What follows belongs to an exercise in optimizing a design on an open flow for small area, a short achievable clock period and few clock cycles per item; a production flow would make more cautious choices.
At most, simulation tests tie the RTL to the original design; equivalence was not proved.
Power is estimated from default activity; no workload was simulated.

==> zinc <==
==> flow/design.v (excerpt) <==
module systolic_array_os_ctrl
#(
  parameter int ROWS   = 4,
  parameter int COLS   = 4,
  parameter int DATA_W = 8,
  parameter int ACC_W  = 32,
  parameter int KLEN_W = 16,
  localparam int OROW_W = (ROWS > 1) ? $clog2(ROWS) : 1
) (
  input  logic                     clk,
  input  logic                     rst_n,
  input  logic                     start,
  input  logic [KLEN_W-1:0]        k_len,
  input  logic                     signed_en,
  output logic                     busy,
  input  logic                     in_valid,
  output logic                     in_ready,
  input  logic [ROWS*DATA_W-1:0]   a_data,
  input  logic [COLS*DATA_W-1:0]   b_data,
  output logic                     out_valid,
  input  logic                     out_ready,
  output logic [OROW_W-1:0]        out_row,
  output logic [COLS*ACC_W-1:0]    out_data,
  output logic                     done
);
export LEC_CHECK = 0
export CAP_MARGIN = 20
export CORE_MARGIN = 2
export CORE_UTILIZATION = 60
export PLACE_DENSITY = 0.7
export SLEW_MARGIN = 20
create_clock -name core_clock -period 10.0 [get_ports {clk}]
run.sh (not shown) runs the stock make flow with config.mk's settings and CLKGATE_MAP_FILE= SYNTH_SCRIPT=/design/flow/synth_recipe.tcl, a recipe that flattens the netlist after the stock synthesis.
==> violet (differences from zinc) <==
--- a/flow/design.v
+++ b/flow/design.v
@@ -7,31 +7,32 @@
 `default_nettype wire
 `default_nettype none
 module sa_pe
 #(
   parameter int DATA_W = 8,
   parameter int ACC_W  = 32
 ) (
   input  logic              clk,
-  input  logic              signed_en,
+  input  logic              a_neg,
+  input  logic              b_neg,
   input  logic              shift,
   input  logic [DATA_W-1:0] a_in,
   input  logic [DATA_W-1:0] b_in,
   input  logic [ACC_W-1:0]  acc_in,
   output logic [ACC_W-1:0]  acc
 );
   logic w_sa;
   logic w_sb;
   logic [ACC_W-1:0] r_acc;
   logic [ACC_W-1:0] w_r0;
   logic [ACC_W-1:0] w_r1;
   logic [ACC_W-1:0] w_sum;
-  assign w_sa = signed_en & a_in[DATA_W-1];
-  assign w_sb = signed_en & b_in[DATA_W-1];
+  assign w_sa = a_neg;
+  assign w_sb = b_neg;
   logic w_p0;
   logic w_p1;
   logic w_p2;
   logic w_p3;
   logic w_p4;
   logic w_p5;
   logic w_p6;
   logic w_p7;
@@ -623,16 +624,18 @@
   logic                  r_l1;
   logic                  r_l2;
   logic                  w_beat;
   logic                  w_last;
   logic                  w_take;
   logic                  w_shift;
   logic [ROWS*DATA_W-1:0] r_a;
   logic [COLS*DATA_W-1:0] r_b;
+  logic [ROWS-1:0]        r_as;
+  logic [COLS-1:0]        r_bs;
   logic [ACC_W-1:0]       w_acc [ROWS+1][COLS];
   assign w_beat  = r_load & in_valid;
   assign w_last  = (r_rem == KLEN_W'(1));
   assign w_take  = r_out & out_ready;
   assign w_shift = w_take | r_dirty;
   always_ff @(posedge clk or negedge rst_n) begin
     if (!rst_n) begin
       r_busy   <= 1'b0;
@@ -683,28 +686,31 @@
           r_done <= 1'b1;
         end
       end
     end
   end
   always_ff @(posedge clk) begin
     r_a <= w_beat ? a_data : '0;
     r_b <= w_beat ? b_data : '0;
+    for (int i = 0; i < ROWS; i++) r_as[i] <= w_beat & r_signed & a_data[i*DATA_W + DATA_W-1];
+    for (int j = 0; j < COLS; j++) r_bs[j] <= w_beat & r_signed & b_data[j*DATA_W + DATA_W-1];
   end
   for (genvar gj = 0; gj < COLS; gj++) begin : g_zero
     assign w_acc[ROWS][gj] = '0;
   end
   for (genvar gi = 0; gi < ROWS; gi++) begin : g_pe_row
     for (genvar gj = 0; gj < COLS; gj++) begin : g_pe_col
       sa_pe #(
         .DATA_W (DATA_W),
         .ACC_W  (ACC_W)
       ) u_pe (
         .clk       (clk),
-        .signed_en (r_signed),
+        .a_neg     (r_as[gi]),
+        .b_neg     (r_bs[gj]),
         .shift     (w_shift),
         .a_in      (r_a[gi*DATA_W +: DATA_W]),
         .b_in      (r_b[gj*DATA_W +: DATA_W]),
         .acc_in    (w_acc[gi+1][gj]),
         .acc       (w_acc[gi][gj])
       );
     end
   end
==> flow/flow/run.sh (new file) <==
#!/bin/bash
# The standard synthesis and layout, with ORFS's timing repair told to aim
# for setup slack beyond the clock period's (the SDC is unchanged). Each
# step's full output goes to a log file in the folder this runs in.
set -euo pipefail
MARGIN=6.7
export SETUP_SLACK_MARGIN=$MARGIN
bash standard.sh synth > synth.log 2>&1
bash standard.sh SETUP_SLACK_MARGIN=$MARGIN finish > layout.log 2>&1
==> flow/standard.sh (new file) <==
#!/bin/bash
# synth_recipe.tcl (not shown) runs the flow's synth.tcl, then flattens the netlist and writes it again
# the make line also repeats each setting of config.mk as NAME=value (left out here)
make -C /OpenROAD-flow-scripts/flow DESIGN_CONFIG=/design/flow/config.mk WORK_HOME=/design/flow/orfs CLKGATE_MAP_FILE= SYNTH_SCRIPT=/design/flow/synth_recipe.tcl "${@:-finish}"
- CORE_UTILIZATION: 60 -> 70
- CTS_CLUSTER_DIAMETER: not set -> 60
- CTS_CLUSTER_SIZE: not set -> 30
- PLACE_DENSITY: 0.7 -> 0.75
removed: flow/run.sh
==> willow (differences from zinc) <==
--- a/flow/design.v
+++ b/flow/design.v
@@ -7,31 +7,32 @@
 `default_nettype wire
 `default_nettype none
 module sa_pe
 #(
   parameter int DATA_W = 8,
   parameter int ACC_W  = 32
 ) (
   input  logic              clk,
-  input  logic              signed_en,
+  input  logic              a_neg,
+  input  logic              b_neg,
   input  logic              shift,
   input  logic [DATA_W-1:0] a_in,
   input  logic [DATA_W-1:0] b_in,
   input  logic [ACC_W-1:0]  acc_in,
   output logic [ACC_W-1:0]  acc
 );
   logic w_sa;
   logic w_sb;
   logic [ACC_W-1:0] r_acc;
   logic [ACC_W-1:0] w_r0;
   logic [ACC_W-1:0] w_r1;
   logic [ACC_W-1:0] w_sum;
-  assign w_sa = signed_en & a_in[DATA_W-1];
-  assign w_sb = signed_en & b_in[DATA_W-1];
+  assign w_sa = a_neg;
+  assign w_sb = b_neg;
   logic w_p0;
   logic w_p1;
   logic w_p2;
   logic w_p3;
   logic w_p4;
   logic w_p5;
   logic w_p6;
   logic w_p7;
@@ -623,16 +624,18 @@
   logic                  r_l1;
   logic                  r_l2;
   logic                  w_beat;
   logic                  w_last;
   logic                  w_take;
   logic                  w_shift;
   logic [ROWS*DATA_W-1:0] r_a;
   logic [COLS*DATA_W-1:0] r_b;
+  logic [ROWS-1:0]        r_as;
+  logic [COLS-1:0]        r_bs;
   logic [ACC_W-1:0]       w_acc [ROWS+1][COLS];
   assign w_beat  = r_load & in_valid;
   assign w_last  = (r_rem == KLEN_W'(1));
   assign w_take  = r_out & out_ready;
   assign w_shift = w_take | r_dirty;
   always_ff @(posedge clk or negedge rst_n) begin
     if (!rst_n) begin
       r_busy   <= 1'b0;
@@ -683,28 +686,31 @@
           r_done <= 1'b1;
         end
       end
     end
   end
   always_ff @(posedge clk) begin
     r_a <= w_beat ? a_data : '0;
     r_b <= w_beat ? b_data : '0;
+    for (int i = 0; i < ROWS; i++) r_as[i] <= w_beat & r_signed & a_data[i*DATA_W + DATA_W-1];
+    for (int j = 0; j < COLS; j++) r_bs[j] <= w_beat & r_signed & b_data[j*DATA_W + DATA_W-1];
   end
   for (genvar gj = 0; gj < COLS; gj++) begin : g_zero
     assign w_acc[ROWS][gj] = '0;
   end
   for (genvar gi = 0; gi < ROWS; gi++) begin : g_pe_row
     for (genvar gj = 0; gj < COLS; gj++) begin : g_pe_col
       sa_pe #(
         .DATA_W (DATA_W),
         .ACC_W  (ACC_W)
       ) u_pe (
         .clk       (clk),
-        .signed_en (r_signed),
+        .a_neg     (r_as[gi]),
+        .b_neg     (r_bs[gj]),
         .shift     (w_shift),
         .a_in      (r_a[gi*DATA_W +: DATA_W]),
         .b_in      (r_b[gj*DATA_W +: DATA_W]),
         .acc_in    (w_acc[gi+1][gj]),
         .acc       (w_acc[gi][gj])
       );
     end
   end
- SETUP_SLACK_MARGIN: not set -> 5
==> qor summary <==
| quantity | violet | willow | zinc |
|---|---|---|---|
| Result of the run | finished clean | finished clean | finished clean |
| Launch point of the worst path | g_pe_row[3].g_pe_col[2].u_pe.r_s[14] | g_pe_row[3].g_pe_col[2].u_pe.r_acc[2] | r_signed |
| Routed wire per std cell | 21.3 um | 19.4 um | 19.3 um |
| Starting density of the core | 0.708 | 0.602 | 0.606 |
| Final design area excluding fillers | 0.0943 mm2 | 0.0902 mm2 | 0.0901 mm2 |
| Worst Slack Setup Final | 6490 ps | 5690 ps | 5610 ps |
| Post-CTS Resized | 1096 | 0 | 0 |
| Maximum VDD drop | 0.222 mV | 0.160 mV | 0.181 mV |
| First-pass GRT wire length | 336000 um | 320000 um | 320000 um |
| Ys async rst share | 0.0254 | 0.0254 | 0.0256 |
| Number of cell rows | 125 | 136 | 135 |
| Flop+latch power | 8.01 mW | 7.94 mW | 7.88 mW |
| Worst Clk Skew | 58.0 ps | 22.7 ps | 24.9 ps |
| Met1 layer usage reported by global route | 0.477 | 0.411 | 0.405 |
Testbench counts of violet, summed over its fixed seeds: cycles 12,562, jobs 320.
Testbench counts of willow, summed over its fixed seeds: cycles 12,562, jobs 320.
The RTL of zinc was laid out without a check of its function.

afterwards: timing with drivers on the ports:
In the flow no input, the clock included, has a driving cell. The finished layouts below were timed again as built, in two steps.
Step 1 sets driving cells, clkbuf_16 on the clock port and buf_2 on the other inputs (assumed; they add their load-dependent delay and slew).
Step 2 moves the port delays by t, midway between the first and last clock arrival at a register: inputs arrive t later, outputs are due t later. That takes back most of the time a late clock gives input paths.
a / b / c = ideal / step 1 / step 2; a / b = the first two.
| run | t, ns | setup slack, ns | clock arrival spread, ns | worst slew at a driven data input, ns | cell pins on the clock port's net |
|---|---|---|---|---|---|
| zinc | 0.850 | 5.612 / 5.612 / 5.063 | 0.025 / 0.026 | 0.09 | 1 |
| violet | 0.820 | 6.492 / 6.492 / 5.939 | 0.063 / 0.064 | 0.06 | 1 |
| willow | 0.858 | 5.686 / 5.686 / 5.220 | 0.025 / 0.024 | 0.06 | 1 |
After both steps every run listed still meets setup and hold. The setup slack of violet, which loses most, moves by 0.000 ns with the drivers and by -0.553 ns with both steps.
